From an optimization exercise on the open Yosys and OpenROAD flow, aimed at small area and a short achievable clock period; shortcuts taken in it are not production practice.
No run shown here included a check of the RTL's function; only the layout flow was run.
Power figures rest on the tool's default switching activity, not on a simulated workload.

**design/flow/design.v**
```verilog
module ps2_key_event_queue #(
  parameter int FIFO_DEPTH      = 8,
  parameter bit SUPPRESS_REPEAT = 1'b1,
  parameter bit IGNORE_CTRL     = 1'b1
) (
  input  logic                          clk,
  input  logic                          reset,
  input  logic [7:0]                    rx_data,
  input  logic                          rx_valid,
  input  logic                          rx_overflow,
  output logic [9:0]                    evt_data,
  output logic                          evt_valid,
  input  logic                          evt_ready,
  output logic [$clog2(FIFO_DEPTH):0]   evt_count,
  output logic                          drop_flag,
  input  logic                          drop_clr,
  output logic [8:0]                    keys_down,
  output logic [31:0]                   cur_key
);
  logic       r_ext, r_rel, r_pause;
  logic [2:0] r_skip;
  logic w_v, w_e0, w_f0, w_e1, w_ctrl, w_prefix, w_pause_end, w_key;
  logic w_emit, w_track, w_ev_ext, w_ev_rel;
  logic [7:0] w_code;
  assign w_v    = rx_valid && !rx_overflow;
  assign w_e0   = (rx_data == 8'hE0);
  assign w_f0   = (rx_data == 8'hF0);
  assign w_e1   = (rx_data == 8'hE1);
  assign w_ctrl = (rx_data == 8'h00) || (rx_data == 8'hAA) || (rx_data == 8'hEE) ||
                  (rx_data == 8'hFA) || (rx_data == 8'hFE) || (rx_data == 8'hFF);
  assign w_prefix    = !r_rel && !r_pause;            
  assign w_pause_end = r_pause && (r_skip <= 3'd1);
  assign w_key       = !w_e0 && !w_f0 && !w_e1 && (r_ext || !w_ctrl);
  assign w_track  = w_v && (r_rel || (w_prefix && w_key));
  assign w_emit   = w_track || (w_v && w_pause_end);
  assign w_ev_ext = r_ext || r_pause;
  assign w_ev_rel = r_rel;
  assign w_code   = r_pause ? 8'h77 : rx_data;
  always_ff @(posedge clk or posedge reset) begin
    if (reset) begin
      r_ext   <= 1'b0;
      r_rel   <= 1'b0;
      r_pause <= 1'b0;
      r_skip  <= 3'd0;
    end else if (rx_overflow) begin
      r_ext   <= 1'b0;
      r_rel   <= 1'b0;
      r_pause <= 1'b0;
      r_skip  <= 3'd0;
    end else if (rx_valid) begin
      if (r_pause) begin
        r_skip  <= w_pause_end ? 3'd0 : 3'(r_skip - 3'd1);
        r_pause <= !w_pause_end;
      end else if (r_rel) begin
        r_ext <= 1'b0;
        r_rel <= 1'b0;
      end else begin
        r_ext   <= w_e0 || (w_f0 && r_ext);
        r_rel   <= w_f0;
        r_pause <= w_e1;
        if (w_e1) r_skip <= 3'd7;
      end
    end
  end
  logic         r_phase;
  logic [15:0]  r_row_valid;
  logic [255:0] w_pair_rd_n;
  logic [15:0]  w_row_sel, w_row_rd, w_row_we, w_row_ev;
  logic [7:0]   w_hi_dec;
  logic [31:0]  w_col_sel;
  logic [31:0]  w_half_a, w_half_b, w_term_n;
  logic [7:0]   w_t4;
  logic [3:0]   w_t8_n;
  logic [31:0]  w_row_wr;
  logic         w_pv, w_raw_bit, w_fill, w_wr_bit_n;
  logic [31:0]  w_col_wr, w_keep_n;
  always_comb begin
    for (int i = 0; i < 8; i++)
      w_hi_dec[i] = (rx_data[7:5] == i[2:0]);
    for (int j = 0; j < 16; j++) begin
      w_row_sel[j] = (r_ext == j[3]) && w_hi_dec[j % 8];
      w_row_ev[j]  = (r_ext == j[3]) && r_row_valid[j];
    end
    for (int k = 0; k < 32; k++)
      w_col_sel[k] = (rx_data[4:0] == k[4:0]);
    w_wr_bit_n = !(!w_ev_rel ^ r_phase);
    w_col_wr = w_col_sel & {32{w_track}};
    w_row_we = w_row_sel;
  end
  for (genvar j = 0; j < 16; j++) begin : g_rd
    ps2kq_and4 u_rd (
      .a({rx_data[7:5] ~^ 3'(j % 8), w_row_ev[j]}), .y(w_row_rd[j])
    );
  end
  for (genvar p = 0; p < 8; p++) begin : g_pair
    ps2kq_rowpair u_pair (
      .clk(clk), .we(w_row_we[2*p +: 2]), .hold(~w_row_we[2*p +: 2]),
      .rd(w_row_rd[2*p +: 2]), .wr(w_row_wr), .rd_n(w_pair_rd_n[p*32 +: 32])
    );
  end
  for (genvar k = 0; k < 32; k++) begin : g_col
    ps2kq_nand4 u_ha (
      .a({w_pair_rd_n[0*32+k], w_pair_rd_n[1*32+k], w_pair_rd_n[2*32+k], w_pair_rd_n[3*32+k]}),
      .y(w_half_a[k])
    );
    ps2kq_nand4 u_hb (
      .a({w_pair_rd_n[4*32+k], w_pair_rd_n[5*32+k], w_pair_rd_n[6*32+k], w_pair_rd_n[7*32+k]}),
      .y(w_half_b[k])
    );
    ps2kq_nor3 u_keep (.a(w_half_a[k]), .b(w_half_b[k]), .c(w_fill), .y(w_keep_n[k]));
    ps2kq_mux2i u_wr (.s(w_col_wr[k]), .a1(w_wr_bit_n), .a0(w_keep_n[k]), .y(w_row_wr[k]));
    ps2kq_aoi22 u_term (
      .a0(w_col_sel[k]), .b0(w_half_a[k]), .a1(w_col_sel[k]), .b1(w_half_b[k]),
      .y(w_term_n[k])
    );
  end
  for (genvar i = 0; i < 8; i++) begin : g_t4
    ps2kq_nand4 u_t4 (.a(w_term_n[4*i +: 4]), .y(w_t4[i]));
  end
  for (genvar i = 0; i < 4; i++) begin : g_t8
    ps2kq_nor2 u_t8 (.a(w_t4[2*i]), .b(w_t4[2*i+1]), .y(w_t8_n[i]));
  end
  ps2kq_nand4 u_t32 (.a(w_t8_n), .y(w_raw_bit));
  logic [15:0] w_row_fi, w_row_fev;
  for (genvar j = 0; j < 16; j++) begin : g_fi
    assign w_row_fev[j] = (r_ext == j[3]) && !r_row_valid[j] && r_phase;
    ps2kq_and4 u_fi (.a({rx_data[7:5] ~^ 3'(j % 8), w_row_fev[j]}), .y(w_row_fi[j]));
  end
  assign w_fill = |w_row_fi;
  assign w_pv = r_phase && !w_fill;
  always_ff @(posedge clk or posedge reset) begin
    if (reset) begin
      r_row_valid <= '0;
      r_phase     <= 1'b0;
    end else begin
      r_row_valid <= r_row_valid | w_row_we;
      r_phase     <= !r_phase;
    end
  end
  logic        r_raw;
  logic [27:0] r_c1, r_c0, w_cur;
  logic        w_valid;
  logic [8:0]  w_kd;
  logic [9:0]  w_ck;
  logic [2:0]  w_wr_ptr;
  logic [3:0]  w_count;
  logic        w_drop_flag;
  assign w_cur = r_raw ? r_c1 : r_c0;
  assign {w_valid, w_kd, w_ck, w_wr_ptr, w_count, w_drop_flag} = w_cur;
  logic w_acc_h, w_acc_f, w_set_f, w_clr_h;
  assign w_acc_h = w_emit && (r_pause || r_rel);    
  assign w_acc_f = w_emit;
  assign w_set_f = w_track && !w_ev_rel;
  assign w_clr_h = w_track && w_ev_rel;
  logic [8:0] w_kd_inc, w_kd_dec, w_kd_h, w_kd_f;
  assign w_kd_inc = (w_kd == 9'h1FF) ? w_kd : w_kd + 9'd1;
  assign w_kd_dec = (w_kd == 9'd0)   ? w_kd : w_kd - 9'd1;
  assign w_kd_h   = w_clr_h ? w_kd_dec : w_kd;
  assign w_kd_f   = w_set_f ? w_kd_inc : w_kd;
  logic [9:0] w_ck_new, w_ck_h, w_ck_f;
  assign w_ck_new = {w_ev_rel, w_ev_ext, w_code};
  assign w_ck_h   = w_acc_h ? w_ck_new : w_ck;
  assign w_ck_f   = w_acc_f ? w_ck_new : w_ck;
  logic [9:0] r_mem [8];
  logic [7:0] r_rd_oh;                              
  logic       w_pop, w_slot_free;
  logic [2:0] w_wp_h, w_wp_f;
  logic [3:0] w_cnt_w, w_cnt_n, w_cnt_h, w_cnt_f;
  logic       w_drop_h, w_drop_f, w_df_n;
  assign w_pop       = w_valid && evt_ready;
  assign w_slot_free = !w_count[3] || w_pop;
  assign w_cnt_w  = w_pop ? w_count : w_count + 4'd1;
  assign w_cnt_n  = w_pop ? w_count - 4'd1 : w_count;
  assign w_cnt_h  = (w_acc_h && w_slot_free) ? w_cnt_w : w_cnt_n;
  assign w_cnt_f  = (w_acc_f && w_slot_free) ? w_cnt_w : w_cnt_n;
  assign w_wp_h   = (w_acc_h && w_slot_free) ? w_wr_ptr + 3'd1 : w_wr_ptr;
  assign w_wp_f   = (w_acc_f && w_slot_free) ? w_wr_ptr + 3'd1 : w_wr_ptr;
  assign w_df_n   = w_drop_flag && !drop_clr;
  assign w_drop_h = (w_acc_h && !w_slot_free) || w_df_n;
  assign w_drop_f = (w_acc_f && !w_slot_free) || w_df_n;
  always_ff @(posedge clk or posedge reset) begin
    if (reset) r_rd_oh <= 8'd1;
    else if (w_pop) r_rd_oh <= {r_rd_oh[6:0], r_rd_oh[7]};
  end
  always_ff @(posedge clk) begin
    if (w_slot_free) r_mem[w_wr_ptr] <= w_ck_new;
  end
  logic [27:0] w_nx_h, w_nx_f, w_nx1, w_nx0;
  localparam logic [27:0] C_RESET = {1'b0, 9'd0, {1'b1, 1'b0, 8'h1B}, 3'd0, 4'd0, 1'b0};
  assign w_nx_h = {(w_cnt_h != 4'd0), w_kd_h, w_ck_h, w_wp_h, w_cnt_h, w_drop_h};
  assign w_nx_f = {(w_cnt_f != 4'd0), w_kd_f, w_ck_f, w_wp_f, w_cnt_f, w_drop_f};
  assign w_nx1  = w_pv ? w_nx_f : w_nx_h;
  assign w_nx0  = w_pv ? w_nx_h : w_nx_f;
  always_ff @(posedge clk or posedge reset) begin
    if (reset) begin
      r_raw <= 1'b0;
      r_c1  <= C_RESET;
      r_c0  <= C_RESET;
    end else begin
      r_raw <= w_raw_bit;
      r_c1  <= w_nx1;
      r_c0  <= w_nx0;
    end
  end
  assign evt_valid = w_valid;
  always_comb begin
    evt_data = 10'd0;
    for (int i = 0; i < 8; i++)
      if (r_rd_oh[i] && w_valid) evt_data = evt_data | r_mem[i];
  end
  assign evt_count = w_count;
  assign drop_flag = w_drop_flag;
  assign keys_down = w_kd;
  assign cur_key   = {8'h00,
                      (w_ck[8] && w_ck[9]) ? 8'hE0 : 8'h00,
                      w_ck[9] ? 8'hF0 : (w_ck[8] ? 8'hE0 : 8'h00),
                      w_ck[7:0]};
endmodule
module ps2kq_rowpair (
  input  logic        clk,
  input  logic [1:0]  we,
  input  logic [1:0]  hold,
  input  logic [1:0]  rd,
  input  logic [31:0] wr,
  output logic [31:0] rd_n
);
  logic [31:0] q0, q1;
  always_ff @(posedge clk) begin
    q0 <= ~((q0 | {32{we[0]}}) & ({32{hold[0]}} | wr));
    q1 <= ~((q1 | {32{we[1]}}) & ({32{hold[1]}} | wr));
  end
  assign rd_n = ~((q0 & {32{rd[0]}}) | (q1 & {32{rd[1]}}));
endmodule
module ps2kq_nand4 (input logic [3:0] a, output logic y);
  assign y = ~&a;
endmodule
module ps2kq_and4 (input logic [3:0] a, output logic y);
  assign y = &a;
endmodule
module ps2kq_nor2 (input logic a, input logic b, output logic y);
  assign y = ~(a | b);
endmodule
module ps2kq_aoi22 (input logic a0, input logic b0, input logic a1, input logic b1,
                    output logic y);
  assign y = ~((a0 & b0) | (a1 & b1));
endmodule
module ps2kq_nor3 (input logic a, input logic b, input logic c, output logic y);
  assign y = ~(a | b | c);
endmodule
module ps2kq_mux2i (input logic s, input logic a1, input logic a0, output logic y);
  assign y = ~(s ? a1 : a0);
endmodule
module ps2kq_mux2 (input logic s, input logic a1, input logic a0, output logic y);
  assign y = s ? a1 : a0;
endmodule
```
**design/flow/flow/run.sh**
```bash
#!/bin/bash
# Layout flow: the standard flow, with the port buffers made plain
# buffers (sky130_fd_sc_hd__buf_4) instead of the default delay-cell choice.
export BUFFER_PORTS_ARGS="-buffer_cell sky130_fd_sc_hd__buf_4"
bash standard.sh > standard.log 2>&1
```
**design/flow/standard.sh**
```bash
#!/bin/bash
# synth_recipe.tcl (not shown) runs the flow's synth.tcl, then flattens the netlist and writes it again
# the make line also repeats each setting of config.mk as NAME=value (left out here)
make -C /OpenROAD-flow-scripts/flow DESIGN_CONFIG=/design/flow/config.mk WORK_HOME=/design/flow/orfs CLKGATE_MAP_FILE= SYNTH_SCRIPT=/design/flow/synth_recipe.tcl "${@:-finish}"
```
**design/flow/config.mk**
```make
export PLATFORM = sky130hd
export DESIGN_NAME = ps2_key_event_queue
export DESIGN_NICKNAME = ps2_key_event_queue
export VERILOG_FILES = /design/flow/design.v
export SDC_FILE = /design/flow/constraint.sdc
export NUM_CORES = 4
export LEC_CHECK = 0
export CAP_MARGIN = 10
export CORE_MARGIN = 2
export CORE_UTILIZATION = 40
export CTS_BUF_LIST = sky130_fd_sc_hd__clkbuf_8
export CTS_CLUSTER_DIAMETER = 80
export CTS_CLUSTER_SIZE = 16
export SETUP_SLACK_MARGIN = 3.0
export SLEW_MARGIN = 10
export SYNTH_HIERARCHICAL = 1
export TNS_END_PERCENT = 10
```
**design/flow/constraint.sdc**
```tcl
create_clock -name core_clock -period 6.5 [get_ports {clk}]
set_input_delay 1.3000 -clock core_clock [delete_from_list [all_inputs] [get_ports {clk}]]
set_output_delay 1.3000 -clock core_clock [all_outputs]
set_load 0.01 [all_outputs]
```
==> summary.txt, run 1 <==
Die
  – Die W: 263 um
  – Rows: 94
  – Die ar.: 69000 um2
  – Core box area: 66000 um2
  – Initial core utilization: 0.406
  – Ports: 71
  – Die Height: 263 um

Worst setup path
  – CP Launch Type: flop
  – Register-to-Register Path Depth: 9
  – Crit end category: primary output
  – Worst endpoint required time: 5.20 ns
  – Crit Path Category: flop to primary output
  – R2r setup slk: 3.05 ns
  – Worst-path maximum fanout: 6
  – Reg2reg end: g_pair[6].u_pair.q1[31]
  – Critical R2R Launch: r_ext
  – CP Data Arrival Time: 2.43 ns

Min path
  – Hold EP: g_pair[6].u_pair.q0[30]
  – Hold Path Origin: g_pair[6].u_pair.q0[30]
  – Min-Delay Path Depth: 1
  – Worst min-delay path category: flop to flop

Power
  – Leakage: 10.7 nW
  – Peak supply drop: 0.156 mV
  – Final Power: 0.0109 W
  – P per Cell Area: 375 nW/um2

Synth
  – Sequential share of the synthesized area: 0.555
  – Xor and xnor fraction of the mapped netlist area: 0.00752
  – Synth Area in Simple Gates: 0.105
  – Top cell type by total area after synthesis: dfxtp_1
  – Mapped Area: 26800 um2
  – Synth Area in Adders: 0.00280
  – Ys Warns: 8
  – Largest family of logic cells by synthesized area: compound AO/OA/AOI/OAI gates
  – Most used DFF post-synth: dfxtp_1
  – Yosys reg bits: 680
  – Number of flops mapped to enable cells by yosys: 80
  – Average size of a mapped cell: 10.7 um2
  – Post-synthesis cell count: 2497
  – Synth top area cells: dfxtp_1 (38%), o22ai_1 (12%), edfxtp_1 (9.0%)
  – Mux cell area share after synthesis: 0.0285
  – Area share of the leading cell type in the synthesized netlist: 0.383
  – Post-synth cell types: 63
  – Post-synth ARST share: 0.129
  – Compound-Gate Fraction of Synth Area: 0.241

Global routing
  – Largest net degree at the start of global routing: 57
  – Global-route wire length before repair: 133 mm
  – Initial antenna violation count: 0
  – Vias in the first global route: 21900
  – Grt ovf: 0
  – GRT Total Usage: 0.246

Drt
  – # DRC: 0
  – Drt wl/cell: 26.0 um
  – Vias: 22300
  – Post-route ant nets: 0
  – Post-DR vias/cell: 6.51
  – Routed WL: 88.9 mm
  – DRT Pass-1 Iters: 6
  – 1st-iter DRT viols: 2315

Timing
  – Hold WS: 0.451 ns
  – Slew HR: 0.224
  – Count of final max-slew check failures: 0
  – Slew @ Worst Pin: 1.16 ns
  – Final period util: 0.574
  – Min Tclk post-route: 3.73 ns
  – RSZ-0062 raised after global routing: true
  – Setup_tns: 0 ns
  – Final setup viols: 0
  – Clock skew: 0.0613 ns
  – Final hold violation count: 0
  – Worst setup margin: 2.77 ns
  – Max Freq: 0.268 GHz

Cells and area
  – Area grow syn2layout: 9.06%
  – Commonest non-fill, non-tap cell in the layout: o22ai_1
  – Most frequent cells in the layout: o22ai_1 (518), dfxtp_1 (512), a22oi_1 (281)
  – Multi-input logic area: 10800 um2
  – Layout cells sized above 1: 0.166
  – # nets final: 2552
  – Register Area: 14900 um2
  – Filler cell count: 6181
  – Cell Count, Final, Fillers Out: 3418

Placement
  – Detailed Place HPWL: 51.5 mm
  – Final GP Congestion: 0.893
  – Pre-CTS setup slack: 1.56 ns
  – Placed insts: 3306
  – Port Buffers: 53

Clock tree
  – CTS tree: yes
  – Clock root buffer master: clkbuf_8
  – Number of H-tree levels: 2
  – Post-CTS Hold Fix Bufs: 0
  – CTS Buffer Depth: 3
  – Clock latency (worst-skew pair): 0.71 ns
  – CTS Buf Count: 50
  – Clock slew at reported path FFs: 0.10 ns
  – Num Clock Sinks: 680

Flow run
  – Max-cap violations: 0

Status
  – Status: no timing/DRC/antenna violations
==> layer usage <==
layer | GRT usage | vias to the layer above | share of wire
met5 | 0 | - | 0
met4 | 0.0798 | 0 | 0.025
met3 | 0.0473 | 183 | 0.091
met2 | 0.405 | 1121 | 0.47
met1 | 0.326 | 11200 | 0.42
li1 | - | 9714 | -
==> metrics by stage <==
step	util	area (um2)
3_5_place_dp	0.419	27600
4_1_cts	0.438	28900
5_1_grt	0.443	29200
6_report	0.443	29200
3_3_place_gp	0.419	27600
2_1_floorplan	-	27000
==> cell usage after synthesis, types with 6 or more instances <==
library cell	number
inv_1	48
mux2_2	7
a22oi_2	32
nand3_1	18
nor3_1	18
clkbuf_1	32
buf_6	27
ha_1	6
dfstp_2	11
nand4_1	76
mux2i_1	62
and2_1	21
a21oi_1	36
buf_4	101
nand2b_1	19
nor4_1	7
edfxtp_1	80
dfxtp_1	512
xnor2_1	19
o21ai_0	15
nor3_2	32
nor2_1	132
or2_2	15
dfrtp_1	77
o22ai_1	518
and4_1	32
nor2b_1	18
nand3b_1	11
nand2_1	99
o21ai_1	21
buf_2	47
a22oi_1	296
==> worst max path at each step <==
stage,from,to,slack (ns),cells after the start
floorplan,rx_data[5],r_c1[6],2.00,9
global placement,rx_data[6],g_pair[3].u_pair.q1[20],1.75,13
detailed placement,rx_data[6],g_pair[2].u_pair.q1[20],1.56,13
CTS,r_raw,evt_data[9],2.77,6
global route,r_raw,evt_data[9],2.70,6
finish,r_raw,evt_data[9],2.77,6
==> area by class of cell <==
type / count / area share
antenna: 1 / 0.0000857
clock buffer: 52 / 0.0245
clock inverter: 21 / 0.00518
inverter: 50 / 0.00728
multi-input combinational: 1582 / 0.371
sequential: 680 / 0.509
tap: 864 / 0.0370
timing repair buffer: 168 / 0.0459
==> per-module statistics from Yosys (local to each module, per instance) <==
module / cell area, um2 / flip-flops and latches / copies in the design
ps2_key_event_queue: 8540 / 168 / 1
ps2kq_and4: 8.76 / 0 / 32
ps2kq_aoi22: 12.5 / 0 / 32
ps2kq_mux2i: 10.0 / 0 / 32
ps2kq_nand4: 6.26 / 0 / 73
ps2kq_nor2: 3.75 / 0 / 4
ps2kq_nor3: 10.0 / 0 / 32
ps2kq_rowpair: 2060 / 64 / 8
==> cells by family after synthesis <==
family,count (synthesis)
compound gates,942
flops,680
simple gates,511
buf+inv,260
mux,74
xor+xnor,23
fa+ha+maj,6
other cells,1
==> flip-flops by register name, indices dropped and copies added (netlist names), 3 cells and up <==
signal	count
r_c0	28
r_row_valid	16
g_pair.u_pair.q1	256
r_mem	80
r_rd_oh	8
g_pair.u_pair.q0	256
r_skip	3
r_c1	28
==> where the power goes <==
group	switching, W	internal [W]
sequential	0.000560	0.00546
combinational	0.00154	0.00121
clock	0.00140	0.000793
total	0.00349	0.00745
==> critical path, stage by stage (launching register included) <==
cell,delay [ns]
dfrtp_4,0.55
mux2_4,0.38
and2_4,0.21
a22oi_2,0.16
nand2_1,0.07
nand3b_1,0.21
buf_4,0.18
==> repair_timing <==
action | in CTS | in global routing
resized for setup | 54 | 36
gates cloned | 8 | 1
pin swaps | 20 | 7
setup buffers | 10 | 19
endpoints found under the setup margin | 458 | 539
==> run 2: changes to the inputs <==
--- a/design/flow/config.mk
+++ b/design/flow/config.mk
@@ -13,3 +13,3 @@
 export CTS_CLUSTER_SIZE = 16
-export SETUP_SLACK_MARGIN = 3.0
+export SETUP_SLACK_MARGIN = 3.4
 export SLEW_MARGIN = 10
==> run 2 against run 1 <==
  * Critical path depth unchanged
  * Power decreased by 0.99%
  * Clock skew about the same
  * Synthesized cell count unchanged
  * Wire length decreased by 0.76%
  * Cell area increased by 0.14%
  * Cell count decreased by 0.20%
  * Flip-flop and latch count unchanged
  * Global-route usage about the same
  * Combinational power decreased by 1%
==> summary.txt, run 2 <==
Status
  – Status: no timing/DRC/antenna violations (unchanged)

Clock tree
  – CTS Buf Count: 50 (unchanged)
  – Clock latency (worst-skew pair): 0.70 ns (was 0.71 ns)
  – Clock slew at reported path FFs: 0.09 ns (was 0.10 ns)
  – CTS tree: yes (unchanged)
  – Number of H-tree levels: 2 (unchanged)
  – Post-CTS Hold Fix Bufs: 0 (unchanged)
  – CTS Buffer Depth: 3 (unchanged)
  – Num Clock Sinks: 680 (unchanged)
  – Clock root buffer master: clkbuf_8 (unchanged)

Worst setup path
  – Worst-path maximum fanout: 10 (was 6)
  – Crit Path Category: flop to primary output (unchanged)
  – Largest delay contributor family on the critical path: simple AND/OR/NAND/NOR gates (was flip-flops)
  – Buf/Inv on CP: 1 (unchanged)
  – Crit end category: primary output (unchanged)
  – Slowest Stage Delay on Critical Path: 0.49 ns (was 0.55 ns)
  – CP Launch Type: flop (unchanged)
  – Critical path, cell by cell: mux2_2 > and2_4 > a22oi_2 > nand2_1 > nand3b_1 > buf_4 (was mux2_4 > and2_4 > a22oi_2 > nand2_1 > nand3b_1 > buf_4)
  – Worst endpoint required time: 5.20 ns (about the same)
  – CP max stage cell: dfrtp_4 (unchanged)
  – CP Data Arrival Time: 2.42 ns (was 2.43 ns)

Placement
  – Placed insts: 3302 (was 3306)
  – Detailed Place HPWL: 50.2 mm (was 51.5 mm)
  – Port Buffers: 53 (unchanged)
  – Final GP Congestion: 0.883 (was 0.893)

Timing
  – Max Freq: 0.269 GHz (was 0.268 GHz)
  – Final period util: 0.572 (was 0.574)
  – Clock skew: 0.0616 ns (was 0.0613 ns)
  – Final hold violation count: 0 (unchanged)
  – RSZ-0062 raised after global routing: true (unchanged)
  – Min Tclk post-route: 3.72 ns (was 3.73 ns)
  – Count of final max-slew check failures: 0 (unchanged)
  – Slew @ Worst Pin: 1.21 ns (was 1.16 ns)
  – Setup_tns: 0 ns (unchanged)
  – Slew HR: 0.189 (was 0.224)
  – Final setup viols: 0 (unchanged)

Cells and area
  – Commonest non-fill, non-tap cell in the layout: o22ai_1 (unchanged)
  – Cell Count, Final, Fillers Out: 3411 (was 3418)
  – # nets final: 2546 (was 2552)
  – Most frequent cells in the layout: o22ai_1 (518), dfxtp_1 (512), a22oi_1 (284) (was o22ai_1 (518), dfxtp_1 (512), a22oi_1 (281))
  – Layout cells sized above 1: 0.167 (was 0.166)
  – Biggest regs: g_pair.u_pair.q0: 256 flops, g_pair.u_pair.q1: 256 flops, r_mem: 80 flops (unchanged)
  – Area grow syn2layout: 9.22% (was 9.06%)
  – N_diodes: 0 (was 1)

Synth
  – Post-synthesis cell count: 2497 (unchanged)
  – Synth top area cells: dfxtp_1 (38%), o22ai_1 (12%), edfxtp_1 (9.0%) (unchanged)
  – Top cell type by total area after synthesis: dfxtp_1 (unchanged)
  – Area share of the leading cell type in the synthesized netlist: 0.383 (unchanged)
  – Synth Area in Adders: 0.00280 (unchanged)
  – Most frequent cell after synthesis: o22ai_1 (unchanged)
  – Synth cell count leaders: o22ai_1 (518), dfxtp_1 (512), a22oi_1 (296), nor2_1 (132), buf_4 (101) (unchanged)
  – Xor and xnor fraction of the mapped netlist area: 0.00752 (unchanged)
  – Most used DFF post-synth: dfxtp_1 (unchanged)
  – Number of flops mapped to enable cells by yosys: 80 (unchanged)
  – Sequential share of the synthesized area: 0.555 (unchanged)
  – Compound-Gate Fraction of Synth Area: 0.241 (unchanged)
  – Post-synth ARST share: 0.129 (unchanged)
  – Largest family of logic cells by synthesized area: compound AO/OA/AOI/OAI gates (unchanged)
  – Mapped Area: 26800 um2 (unchanged)
  – Synth Area in Simple Gates: 0.105 (unchanged)
  – Ys Warns: 8 (unchanged)
  – Average size of a mapped cell: 10.7 um2 (unchanged)
  – Mux cell area share after synthesis: 0.0285 (unchanged)
  – Yosys reg bits: 680 (unchanged)
  – Post-synth cell types: 63 (unchanged)

Die
  – Die ar.: 69000 um2 (unchanged)
  – Ports: 71 (unchanged)
  – Initial core utilization: 0.406 (unchanged)
  – Rows: 94 (unchanged)
  – Core box area: 66000 um2 (unchanged)
  – Die Height: 263 um (unchanged)
  – Die W: 263 um (unchanged)

Global routing
  – Global-route wire length before repair: 133 mm (about the same)
  – GRT Total Usage: 0.246 (about the same)
  – Largest net degree at the start of global routing: 75 (was 57)
  – Vias in the first global route: 21700 (was 21900)
  – Met2 Usage GRT: 0.399 (was 0.405)
  – M1 GR Usage: 0.325 (was 0.326)
  – Top Usage Layer GRT: met2 (unchanged)
  – Met3 usage in global routing: 0.0484 (was 0.0473)
  – Initial antenna violation count: 0 (unchanged)
  – Grt ovf: 0 (unchanged)

Drt
  – 1st-iter DRT viols: 2304 (was 2315)
  – Drt wl/cell: 25.9 um (was 26.0 um)
  – Routed WL: 88.2 mm (was 88.9 mm)
  – Post-route ant nets: 0 (unchanged)
  – # DRC: 0 (unchanged)
  – Vias: 22200 (was 22300)
  – DRT Pass-1 Iters: 5 (was 6)
  – Post-DR vias/cell: 6.50 (was 6.51)

Flow run
  – Max-cap violations: 0 (unchanged)

Min path
  – Worst min-delay path category: flop to flop (unchanged)

Power
  – Leakage: 10.7 nW (about the same)
  – P per Cell Area: 371 nW/um2 (was 375 nW/um2)
  – Peak supply drop: 0.162 mV (was 0.156 mV)
run 2: modules after synthesis, one instance, submodules excluded:
module,cells,flip-flops and latches,times used
ps2kq_and4,1,0,32
ps2_key_event_queue,868,168,1
ps2kq_mux2i,1,0,32
ps2kq_nand4,1,0,73
ps2kq_nor3,1,0,32
ps2kq_rowpair,178,64,8
ps2kq_aoi22,1,0,32
ps2kq_nor2,1,0,4
run 2: kinds of logic after synthesis:
| kind of cell | Yosys count |
|---|---|
| XOR/XNOR | 23 |
| AND/OR/NAND/NOR | 511 |
| multiplexers | 74 |
| buffers and inverters | 260 |
| other | 1 |
| flip-flops | 680 |
| AO/OA/AOI/OAI | 942 |
| adder cells (fa/ha/maj) | 6 |
run 2: final cells by class:
cell class / count / area, um2
clock buffers: 50 / 688
flip-flops and latches: 680 / 14900
clock inverters: 23 / 139
well taps: 864 / 1080
inverters: 50 / 216
multi-input cells: 1580 / 10900
fillers: 6229 / 36700
repair buffers: 164 / 1360
run 2: stage by stage:
stage	power [W]	cell area, um2	hold slack (ns)	worst slack, ns	util
final	0.0108	29200	0.448	2.78	0.443
after global routing	0.0114	29200	0.466	2.67	0.443
after CTS	0.0108	28900	0.452	2.73	0.438
after detailed placement	0.00858	27600	0.438	1.51	0.419
after global placement	0.00842	27600	0.431	1.62	0.419
after floorplan	0.00775	27000	0.422	2.00	-
run 2: routing by layer:
layer  vias to the layer above  share of wire
met3                       237          0.088
met1                     11100           0.42
met5                         -              0
met4                         0          0.034
met2                      1115           0.46
li1                       9676              -
run 2: where the power goes:
part	leakage (nW)	switching [W]	internal, W
sequential	6.14	0.000553	0.00546
clock	0.477	0.00140	0.000729
combinational	4.09	0.00152	0.00118
run 2: final timing paths:
path	end	slack [ns]	cells past startpoint	startpoint
worst max-delay path	evt_data[9]	2.78	6	r_raw
worst min-delay path	g_pair[6].u_pair.q0[31]	0.45	1	g_pair[6].u_pair.q0[31]
worst max register to register	r_c0[23]	3.25	9	r_raw
worst min register to register	g_pair[6].u_pair.q0[31]	0.45	1	g_pair[6].u_pair.q0[31]
max in group asynchronous	r_raw	4.57	3	reset
min in group asynchronous	r_c0[22]	0.54	2	reset
run 2: timing repair:
item | 4_1_cts | 5_1_grt
setup buffers | 13 | 15
pin swaps | 16 | 2
setup endpoints to repair | 688 | 677
gates cloned | 7 | 0
gates resized for setup | 70 | 41
==> run 3: changes to the inputs <==
--- a/design/flow/design.v
+++ b/design/flow/design.v
@@ -205,7 +205,9 @@
   assign evt_valid = w_valid;
-  always_comb begin
-    evt_data = 10'd0;
-    for (int i = 0; i < 8; i++)
-      if (r_rd_oh[i] && w_valid) evt_data = evt_data | r_mem[i];
-  end
+  logic [9:0] w_head;
+  ps2kq_fifo_read u_head (
+    .sel(r_rd_oh),
+    .mem({r_mem[7], r_mem[6], r_mem[5], r_mem[4], r_mem[3], r_mem[2], r_mem[1], r_mem[0]}),
+    .y(w_head)
+  );
+  assign evt_data = w_head & {10{w_valid}};
   assign evt_count = w_count;
@@ -255 +257,12 @@
 endmodule
+module ps2kq_fifo_read (
+  input  logic [7:0]  sel,
+  input  logic [79:0] mem,
+  output logic [9:0]  y
+);
+  always_comb begin
+    y = 10'd0;
+    for (int i = 0; i < 8; i++)
+      if (sel[i]) y = y | mem[i*10 +: 10];
+  end
+endmodule
--- a/design/flow/config.mk
+++ b/design/flow/config.mk
@@ -12,3 +12,3 @@
 export CTS_CLUSTER_DIAMETER = 80
-export CTS_CLUSTER_SIZE = 16
+export CTS_CLUSTER_SIZE = 12
 export SETUP_SLACK_MARGIN = 3.4
==> run 3 against run 2 <==
  * Worst hold slack gained 0.0025 ns
  * Highest routed layer unchanged
  * Critical endpoint is now cur_key[6]
  * Fmax is 12% higher
  * Sequential power is essentially flat
  * Non-clock buffer count rose by 77
  * Synthesized area is 0.85% higher
  * Register-to-register slack improved by 0.13 ns
  * Power rose by 7.1%
  * Via count rose by 2.9%
  * Wire length increased by 4.4%
==> summary.txt, run 3 <==
Clock tree
  – Post-CTS Hold Fix Bufs: 0 (unchanged)
  – CTS Buffer Depth: 3 (unchanged)
  – Clock root buffer master: clkbuf_8 (unchanged)
  – Num Clock Sinks: 680 (unchanged)
  – CTS Buf Count: 66 (was 50)
  – Clock latency (worst-skew pair): 0.67 ns (was 0.70 ns)
  – Number of H-tree levels: 3 (was 2)
  – CTS tree: yes (unchanged)
  – Clock slew at reported path FFs: 0.09 ns (about the same)

Synth
  – Mapped Area: 27000 um2 (was 26800 um2)
  – Post-synth ARST share: 0.129 (unchanged)
  – Yosys reg bits: 680 (unchanged)
  – Most used DFF post-synth: dfxtp_1 (unchanged)
  – Ys Warns: 9 (was 8)
  – Post-synthesis cell count: 2488 (was 2497)
  – Post-synth cell types: 71 (was 63)
  – Compound-Gate Fraction of Synth Area: 0.241 (about the same)
  – Mux cell area share after synthesis: 0.0283 (was 0.0285)
  – Synth top area cells: dfxtp_1 (38%), o22ai_1 (12%), edfxtp_1 (8.9%) (was dfxtp_1 (38%), o22ai_1 (12%), edfxtp_1 (9.0%))
  – Synth cell count leaders: o22ai_1 (524), dfxtp_1 (512), a22oi_1 (299), nor2_1 (149), buf_4 (103) (was o22ai_1 (518), dfxtp_1 (512), a22oi_1 (296), nor2_1 (132), buf_4 (101))
  – Sequential share of the synthesized area: 0.550 (was 0.555)
  – Number of flops mapped to enable cells by yosys: 80 (unchanged)
  – Area share of the leading cell type in the synthesized netlist: 0.379 (was 0.383)
  – Largest family of logic cells by synthesized area: compound AO/OA/AOI/OAI gates (unchanged)
  – Average size of a mapped cell: 10.9 um2 (was 10.7 um2)
  – Xor and xnor fraction of the mapped netlist area: 0.00774 (was 0.00752)
  – Top cell type by total area after synthesis: dfxtp_1 (unchanged)
  – Synth Area in Adders: 0.00324 (was 0.00280)
  – Synth Area in Simple Gates: 0.103 (was 0.105)
  – Most frequent cell after synthesis: o22ai_1 (unchanged)

Cells and area
  – # nets final: 2626 (was 2546)
  – Biggest regs: g_pair.u_pair.q0: 256 flops, g_pair.u_pair.q1: 256 flops, r_mem: 80 flops (unchanged)
  – N_diodes: 0 (unchanged)
  – Most frequent cells in the layout: o22ai_1 (516), dfxtp_1 (512), a22oi_1 (291) (was o22ai_1 (518), dfxtp_1 (512), a22oi_1 (284))
  – Fin util: 0.462 (was 0.443)
  – Filler cell count: 6205 (was 6229)
  – Area grow syn2layout: 14.7% (was 9.22%)
  – Layout cells sized above 1: 0.216 (was 0.167)
  – Commonest non-fill, non-tap cell in the layout: o22ai_1 (unchanged)

Worst setup path
  – CP Launch Type: flop (unchanged)
  – Most common cell on crit path: buf_12
  – Buf/Inv on CP: 3 (was 1)
  – CP max stage cell: dfrtp_4 (unchanged)
  – Largest delay contributor family on the critical path: flip-flops (was simple AND/OR/NAND/NOR gates)
  – Slowest Stage Delay on Critical Path: 0.60 ns (was 0.49 ns)
  – Worst endpoint required time: 5.20 ns (about the same)
  – Crit Path Category: flop to primary output (unchanged)
  – CP Data Arrival Time: 2.02 ns (was 2.42 ns)
  – Critical path, cell by cell: buf_12 > buf_12 > mux2_4 > buf_6 (was mux2_2 > and2_4 > a22oi_2 > nand2_1 > nand3b_1 > buf_4)
  – Crit end category: primary output (unchanged)
  – Worst-path maximum fanout: 8 (was 10)

Timing
  – Count of final max-slew check failures: 0 (unchanged)
  – Worst setup margin: 3.18 ns (was 2.78 ns)
  – Setup_tns: 0 ns (unchanged)
  – Clock skew: 0.0245 ns (was 0.0616 ns)
  – RSZ-0062 raised after global routing: true (unchanged)
  – Final period util: 0.511 (was 0.572)
  – Min Tclk post-route: 3.32 ns (was 3.72 ns)
  – Slew @ Worst Pin: 1.22 ns (was 1.21 ns)
  – Final setup viols: 0 (unchanged)
  – Slew HR: 0.186 (was 0.189)
  – Max Freq: 0.301 GHz (was 0.269 GHz)
  – Final hold violation count: 0 (unchanged)

Power
  – Leakage: 11.4 nW (was 10.7 nW)
  – P per Cell Area: 375 nW/um2 (was 371 nW/um2)
  – Peak supply drop: 0.144 mV (was 0.162 mV)

Global routing
  – GRT Total Usage: 0.241 (was 0.246)
  – Vias in the first global route: 21800 (was 21700)
  – Largest net degree at the start of global routing: 67 (was 75)
  – Initial antenna violation count: 0 (unchanged)
  – Global-route wire length before repair: 131 mm (was 133 mm)
  – Grt ovf: 0 (unchanged)

Flow run
  – Max-cap violations: 0 (unchanged)

Die
  – Die ar.: 69600 um2 (was 69000 um2)
  – Ports: 71 (unchanged)
  – Initial core utilization: 0.403 (was 0.406)
  – Die W: 264 um (was 263 um)
  – Die Height: 264 um (was 263 um)
  – Rows: 95 (was 94)
  – Core box area: 67000 um2 (was 66000 um2)

Drt
  – Post-route ant nets: 0 (unchanged)
  – 1st-iter DRT viols: 2782 (was 2304)
  – Post-DR vias/cell: 6.53 (was 6.50)
  – # DRC: 0 (unchanged)
  – DRT Pass-1 Iters: 8 (was 5)
  – Drt wl/cell: 26.3 um (was 25.9 um)
  – Vias: 22800 (was 22200)
  – Routed WL: 92.0 mm (was 88.2 mm)

Placement
  – Pre-CTS setup slack: 1.32 ns (was 1.51 ns)
  – Final GP Congestion: 0.839 (was 0.883)
  – Detailed Place HPWL: 48.2 mm (was 50.2 mm)
  – Port Buffers: 53 (unchanged)

Min path
  – Worst min-delay path category: flop to flop (unchanged)

Status
  – Status: no timing/DRC/antenna violations (unchanged)
## run 3: cell count changes after synthesis, sizes merged, moves of 6 or more
cell and delta:
nand3b -10, or2 -7, clkbuf -6, a21oi -21, o21ai -12, nand4 +14
buf +11, nor2 +17, a221oi +10, nand2 -36
## run 3: area by class of cell
class,count,area [um2],area share
flip-flops and latches,680,14900,0.481
multi-input cells,1565,11300,0.365
repair buffers,241,2470,0.0797
well taps,873,1090,0.0353
clock buffers,68,936,0.0302
inverters,49,201,0.00650
clock inverters,18,77.6,0.00250
repair inverters,2,15.0,0.000485
## run 3: Yosys stat by module (local to each module, per instance)
module	copies in the design	flops+latches	cells	cell area [um2]
ps2_key_event_queue	1	168	801	8320
ps2kq_and4	32	0	1	8.76
ps2kq_aoi22	32	0	1	12.5
ps2kq_fifo_read	1	0	58	453
ps2kq_mux2i	32	0	1	10.0
ps2kq_nand4	73	0	1	6.26
ps2kq_nor2	4	0	1	3.75
ps2kq_nor3	32	0	1	10.0
ps2kq_rowpair	8	64	178	2060
## run 3: kinds of logic (layout without fill, tap and decap cells)
group	Yosys count	count (layout)
AO/OA/AOI/OAI	938	938
XOR/XNOR	23	23
adder cells (fa/ha/maj)	7	7
buffers and inverters	264	378
flip-flops	680	680
multiplexers	74	75
other	1	17
AND/OR/NAND/NOR	501	505
## run 3: where the power goes
part	total, W	switching [W]	internal (W)
clock	0.00237	0.00141	0.000953
combinational	0.00321	0.00170	0.00151
sequential	0.00603	0.000572	0.00546
## run 3: stage by stage
step           cell area (um2)  hold WS (ns)  std cells  power [W]
2_1_floorplan            27300         0.422       2504    0.00787
3_3_place_gp             27700         0.430       3288    0.00855
3_5_place_dp             27700         0.439       3288    0.00871
4_1_cts                  29600         0.450       3422     0.0112
5_1_grt                  31000         0.460       3496     0.0121
6_report                 31000         0.451       3496     0.0116
## run 3: metal layers
layer	track usage	wire, um
met5	0	0
met4	0.0865	2930
met3	0.0387	7600
met2	0.399	43800
met1	0.319	37700
## run 3: path summary, 6_finish.rpt
path	start	endpoint	slack, ns	depth (start not counted)
worst max-delay path	r_raw	cur_key[6]	3.18	4
worst min-delay path	g_pair[1].u_pair.q1[30]	g_pair[1].u_pair.q1[30]	0.45	1
worst max register to register	r_raw	r_mem[0][9]	3.38	6
worst min register to register	g_pair[1].u_pair.q1[30]	g_pair[1].u_pair.q1[30]	0.45	1
max in group asynchronous	reset	r_ext	4.62	3
min in group asynchronous	reset	r_c0[25]	0.62	2
## run 3: timing repair
| action | CTS | global route |
|---|---|---|
| pin swaps | 13 | 38 |
| setup endpoints to repair | 689 | 619 |
| hold endpoints to repair | 0 | 0 |
| gates cloned | 5 | 17 |
| setup buffers | 43 | 57 |
| resized for setup | 97 | 154 |
==> run 4: changes to the inputs <==
--- a/design/flow/design.v
+++ b/design/flow/design.v
@@ -122,3 +122,5 @@
   end
-  ps2kq_nand4 u_t32 (.a(w_t8_n), .y(w_raw_bit));
+  logic w_raw_bit_n;
+  ps2kq_nand4 u_t32   (.a(w_t8_n), .y(w_raw_bit));
+  ps2kq_and4  u_t32_n (.a(w_t8_n), .y(w_raw_bit_n));
   logic [15:0] w_row_fi, w_row_fev;
@@ -139,4 +141,4 @@
   end
-  logic        r_raw;
-  logic [27:0] r_c1, r_c0, w_cur;
+  logic [3:0]  r_raw, r_raw_n;      
+  logic [27:0] r_c1_n, r_c0_n, w_cur;
   logic        w_valid;
@@ -147,3 +149,7 @@
   logic        w_drop_flag;
-  assign w_cur = r_raw ? r_c1 : r_c0;
+  for (genvar i = 0; i < 28; i++) begin : g_cur
+    ps2kq_aoi22 u_cur (
+      .a0(r_raw[i % 4]), .b0(r_c1_n[i]), .a1(r_raw_n[i % 4]), .b1(r_c0_n[i]), .y(w_cur[i])
+    );
+  end
   assign {w_valid, w_kd, w_ck, w_wr_ptr, w_count, w_drop_flag} = w_cur;
@@ -195,10 +201,12 @@
     if (reset) begin
-      r_raw <= 1'b0;
-      r_c1  <= C_RESET;
-      r_c0  <= C_RESET;
+      r_c1_n <= ~C_RESET;
+      r_c0_n <= ~C_RESET;
     end else begin
-      r_raw <= w_raw_bit;
-      r_c1  <= w_nx1;
-      r_c0  <= w_nx0;
-    end
+      r_c1_n <= ~w_nx1;
+      r_c0_n <= ~w_nx0;
+    end
+  end
+  for (genvar i = 0; i < 4; i++) begin : g_raw
+    ps2kq_dffr u_raw   (.clk(clk), .reset(reset), .d(w_raw_bit),   .q(r_raw[i]));
+    ps2kq_dffs u_raw_n (.clk(clk), .reset(reset), .d(w_raw_bit_n), .q(r_raw_n[i]));
   end
@@ -268 +276,13 @@
 endmodule
+module ps2kq_dffr (input logic clk, input logic reset, input logic d, output logic q);
+  always_ff @(posedge clk or posedge reset) begin
+    if (reset) q <= 1'b0;
+    else       q <= d;
+  end
+endmodule
+module ps2kq_dffs (input logic clk, input logic reset, input logic d, output logic q);
+  always_ff @(posedge clk or posedge reset) begin
+    if (reset) q <= 1'b1;
+    else       q <= d;
+  end
+endmodule
==> run 4 against run 3 <==
  * Wire length rose by 6.1%
  * Highest routed layer unchanged
  * Critical path depth increased by 9
  * Synthesized cell count grew 0.12%
  * Die area is 0.75% higher
  * Largest cell class unchanged
  * Sequential power increased by 3%
  * Critical path type is now input pin to flop
==> summary.txt, run 4 <==
Status
  – Status: no timing/DRC/antenna violations (unchanged)

Timing
  – Clock skew: 0.0489 ns (was 0.0245 ns)
  – Final period util: 0.500 (was 0.511)
  – Worst setup margin: 3.25 ns (was 3.18 ns)
  – Min Tclk post-route: 3.25 ns (was 3.32 ns)
  – Count of final max-slew check failures: 0 (unchanged)
  – Setup_tns: 0 ns (unchanged)
  – Max Freq: 0.308 GHz (was 0.301 GHz)
  – Final hold violation count: 0 (unchanged)
  – Final setup viols: 0 (unchanged)
  – RSZ-0062 raised after global routing: true (unchanged)
  – Slew HR: 0.218 (was 0.186)
  – Slew @ Worst Pin: 1.17 ns (was 1.22 ns)

Synth
  – Area share of the leading cell type in the synthesized netlist: 0.377 (was 0.379)
  – Ys Warns: 11 (was 9)
  – Sequential share of the synthesized area: 0.555 (was 0.550)
  – Post-synth ARST share: 0.138 (was 0.129)
  – Most used DFF post-synth: dfxtp_1 (unchanged)
  – Synth top area cells: dfxtp_1 (38%), o22ai_1 (12%), edfxtp_1 (8.8%) (was dfxtp_1 (38%), o22ai_1 (12%), edfxtp_1 (8.9%))
  – Post-synthesis cell count: 2491 (was 2488)
  – Top cell type by total area after synthesis: dfxtp_1 (unchanged)
  – Number of flops mapped to enable cells by yosys: 80 (unchanged)
  – Yosys reg bits: 687 (was 680)
  – Post-synth cell types: 68 (was 71)
  – Most frequent cell after synthesis: o22ai_1 (unchanged)
  – Average size of a mapped cell: 10.9 um2 (about the same)
  – Synth cell count leaders: o22ai_1 (527), dfxtp_1 (512), a22oi_1 (295), nor2_1 (131), buf_4 (124) (was o22ai_1 (524), dfxtp_1 (512), a22oi_1 (299), nor2_1 (149), buf_4 (103))
  – Mapped Area: 27200 um2 (was 27000 um2)

Cells and area
  – Commonest non-fill, non-tap cell in the layout: dfxtp_1 (was o22ai_1)
  – # nets final: 2611 (was 2626)
  – Area grow syn2layout: 15.1% (was 14.7%)
  – Layout cells sized above 1: 0.248 (was 0.216)
  – Most frequent cells in the layout: dfxtp_1 (512), o22ai_1 (510), a22oi_1 (275) (was o22ai_1 (516), dfxtp_1 (512), a22oi_1 (291))
  – Biggest regs: g_pair.u_pair.q0: 256 flops, g_pair.u_pair.q1: 256 flops, r_mem: 80 flops (unchanged)
  – N_diodes: 0 (unchanged)

Global routing
  – Initial antenna violation count: 0 (unchanged)
  – Largest net degree at the start of global routing: 78 (was 67)
  – Grt ovf: 0 (unchanged)
  – Global-route wire length before repair: 141 mm (was 131 mm)
  – GRT Total Usage: 0.263 (was 0.241)
  – Vias in the first global route: 22600 (was 21800)

Drt
  – Routed WL: 97.7 mm (was 92.0 mm)
  – DRT Pass-1 Iters: 6 (was 8)
  – 1st-iter DRT viols: 3152 (was 2782)
  – Post-DR vias/cell: 6.69 (was 6.53)
  – Drt wl/cell: 28.0 um (was 26.3 um)
  – # DRC: 0 (unchanged)
  – Post-route ant nets: 0 (unchanged)
  – Vias: 23300 (was 22800)

Placement
  – Final GP Congestion: 0.839 (about the same)
  – Detailed Place HPWL: 51.5 mm (was 48.2 mm)
  – Pre-CTS setup slack: 1.38 ns (was 1.32 ns)
  – Port Buffers: 53 (unchanged)

Clock tree
  – Clock slew at reported path FFs: 0.09 ns (about the same)
  – Number of H-tree levels: 3 (unchanged)
  – CTS tree: yes (unchanged)
  – Clock latency (worst-skew pair): 0.69 ns (was 0.67 ns)
  – Clock root buffer master: clkbuf_8 (unchanged)
  – Post-CTS Hold Fix Bufs: 0 (unchanged)
  – Num Clock Sinks: 687 (was 680)
  – CTS Buffer Depth: 3 (unchanged)
  – CTS Buf Count: 68 (was 66)

Worst setup path
  – Crit end category: flop (was primary output)
  – Critical path, cell by cell: buf_16 > or4_4 > o32a_1 > a21oi_4 > nor3_2 > o21ai_2 > buf_4 > nand2b_4 > buf_12 > nor2_2 > mux2i_4 > bufbuf_16 > o22ai_1 (was buf_12 > buf_12 > mux2_4 > buf_6)
  – Largest delay contributor family on the critical path: simple AND/OR/NAND/NOR gates (was flip-flops)
  – CP Launch Type: input pin (was flop)
  – CP Data Arrival Time: 3.77 ns (was 2.02 ns)
  – Buf/Inv on CP: 4 (was 3)
  – Slowest Stage Delay on Critical Path: 0.52 ns (was 0.60 ns)
  – Worst endpoint required time: 7.02 ns (was 5.20 ns)
  – CP max stage cell: or4_4 (was dfrtp_4)
  – Worst-path maximum fanout: 8 (unchanged)
  – Crit Path Category: input pin to flop (was flop to primary output)

Min path
  – Worst min-delay path category: flop to flop (unchanged)

Power
  – Peak supply drop: 0.162 mV (was 0.144 mV)
  – Final Power: 0.0120 W (was 0.0116 W)
  – P per Cell Area: 382 nW/um2 (was 375 nW/um2)
  – Leakage: 11.4 nW (about the same)

Die
  – Core box area: 67300 um2 (was 67000 um2)
  – Ports: 71 (unchanged)
  – Die Height: 265 um (was 264 um)
  – Die W: 265 um (was 264 um)
  – Initial core utilization: 0.405 (was 0.403)
  – Rows: 95 (unchanged)
  – Die ar.: 70100 um2 (was 69600 um2)

Flow run
  – Max-cap violations: 0 (unchanged)
==> run 4: cell count changes in the layout (fill, tap and decap cells not counted), moves of 8 or more <==
| cell | previous run | this run |
|---|---|---|
| a22oi_2 | 42 | 83 |
| dfstp_2 | 10 | 48 |
| dfrtp_1 | 68 | 32 |
| nor2_1 | 137 | 113 |
| a22oi_1 | 291 | 275 |
| buf_12 | 15 | 27 |
| clkbuf_16 | 14 | 3 |
| mux2_4 | 12 | 1 |
| o21ai_0 | 15 | 5 |
| xnor2_1 | 16 | 7 |
| xor2_1 | 5 | 13 |
==> run 4: worst register-to-register path: cells and delay by family (launching register included) <==
family	cells	cell delay, ns
AOI/OAI and AO/OA	1	0.15
buffers and inverters	5	1.93
DFF	1	0.44
and+or+nand+nor	2	0.44
==> run 4: modules after synthesis, one instance, submodules excluded <==
module,flops+latches,cell area [um2]
ps2kq_nor3,0,10.0
ps2kq_nand4,0,6.26
ps2kq_aoi22,0,12.5
ps2kq_and4,0,8.76
ps2kq_fifo_read,0,453
ps2kq_mux2i,0,10.0
ps2kq_nor2,0,3.75
ps2_key_event_queue,167,7930
ps2kq_dffr,1,28.8
ps2kq_rowpair,64,2060
ps2kq_dffs,1,30.0
==> run 4: metrics by stage <==
| stage | cells | cell area (um2) | hold slack [ns] | utilization |
|---|---|---|---|---|
| after floorplan | 2507 | 27500 | 0.422 | - |
| after global routing | 3483 | 31300 | 0.462 | 0.466 |
| after detailed placement | 3253 | 27700 | 0.438 | 0.412 |
| after global placement | 3253 | 27700 | 0.431 | 0.412 |
| final | 3483 | 31300 | 0.449 | 0.466 |
| after CTS | 3409 | 30300 | 0.449 | 0.450 |
==> run 4: layout make-up <==
type | instances | area (um2)
clock inverter | 21 | 136
tap | 873 | 1090
timing repair buffer | 246 | 2590
multi-input combinational | 1547 | 11300
sequential | 687 | 15100
clock buffer | 69 | 950
inverter | 40 | 166
fill | 6145 | 36000
==> run 4: per-layer routing <==
layer  wire length, um  global-route usage  vias to the layer above
li1                  -                   -                     9876
met1             39000               0.344                    11600
met2             43200               0.408                     1477
met3             10800              0.0656                      347
met4              4650               0.129                        0
met5                 0                   0                        -
==> run 4: cells by family after synthesis <==
| group | synth area share |
|---|---|
| flops | 0.555 |
| buf+inv | 0.0660 |
| fa+ha+maj | 0.00437 |
| xor+xnor | 0.00708 |
| mux | 0.0164 |
| compound gates | 0.249 |
| other cells | 0.000138 |
| simple gates | 0.102 |
==> run 4: repair_timing <==
action / in CTS / in global routing
hold endpoints to repair: 0 / 0
resized for setup: 110 / 123
pin swaps: 12 / 39
cloned: 12 / 4
buffers inserted: 54 / 70
setup endpoints to repair: 682 / 635
==> run 4: worst paths after layout <==
| kind | cells after the start | start | slack (ns) | to |
|---|---|---|---|---|
| setup reg to reg | 8 | r_ext | 3.42 | g_pair[4].u_pair.q1[27] |
| hold reg to reg | 1 | g_pair[0].u_pair.q0[31] | 0.45 | g_pair[0].u_pair.q0[31] |
| setup / recovery | 13 | rx_data[4] | 3.25 | g_pair[1].u_pair.q0[10] |
| hold / removal | 1 | g_pair[0].u_pair.q0[31] | 0.45 | g_pair[0].u_pair.q0[31] |
| min in group asynchronous | 2 | reset | 0.53 | g_raw[0].u_raw.q |
| max in group asynchronous | 3 | reset | 4.58 | r_ext |
==> run 4: report_power, final <==
part	internal, W	leakage, nW	switching [W]
Clock	0.00102	0.609	0.00148
Sequential	0.00558	6.16	0.000628
Combinational	0.00158	4.59	0.00167
Total	0.00818	11.4	0.00378

==> static timing again, ports no longer ideal <==
In the flow no input, the clock included, has a driving cell. The finished layouts below were timed again as built, in two steps. Step 1 sets driving cells, clkbuf_16 on the clock port and buf_2 on the other inputs (assumed; they add their load-dependent delay and slew). Step 2, shift: input delay + t, output delay - t, t = (earliest + latest rising clock arrival at the registers) / 2. This alone moves slack from input paths to output paths. a / b / c = ideal ports / drivers / drivers and shift; a / b = the first two.
run	t (ns)	setup slack, ns	hold WS [ns]	worst register clock-pin slew, ns	worst data-port slew with drivers (ns)
run 1	0.742	2.769 / 2.709 / 2.277	0.451 / 0.451 / 0.451	0.11 / 0.11	0.08
run 2	0.736	2.782 / 2.720 / 2.441	0.448 / 0.448 / 0.448	0.12 / 0.12	0.10
run 3	0.715	3.176 / 3.117 / 2.441	0.451 / 0.451 / 0.451	0.09 / 0.09	0.20
run 4	0.726	3.252 / 3.147 / 2.421	0.449 / 0.449 / 0.449	0.10 / 0.10	0.30
After both steps every run listed still meets setup and hold. For run 4, which loses most, drivers alone change the setup slack by -0.105 ns; drivers and shift together by -0.831 ns.
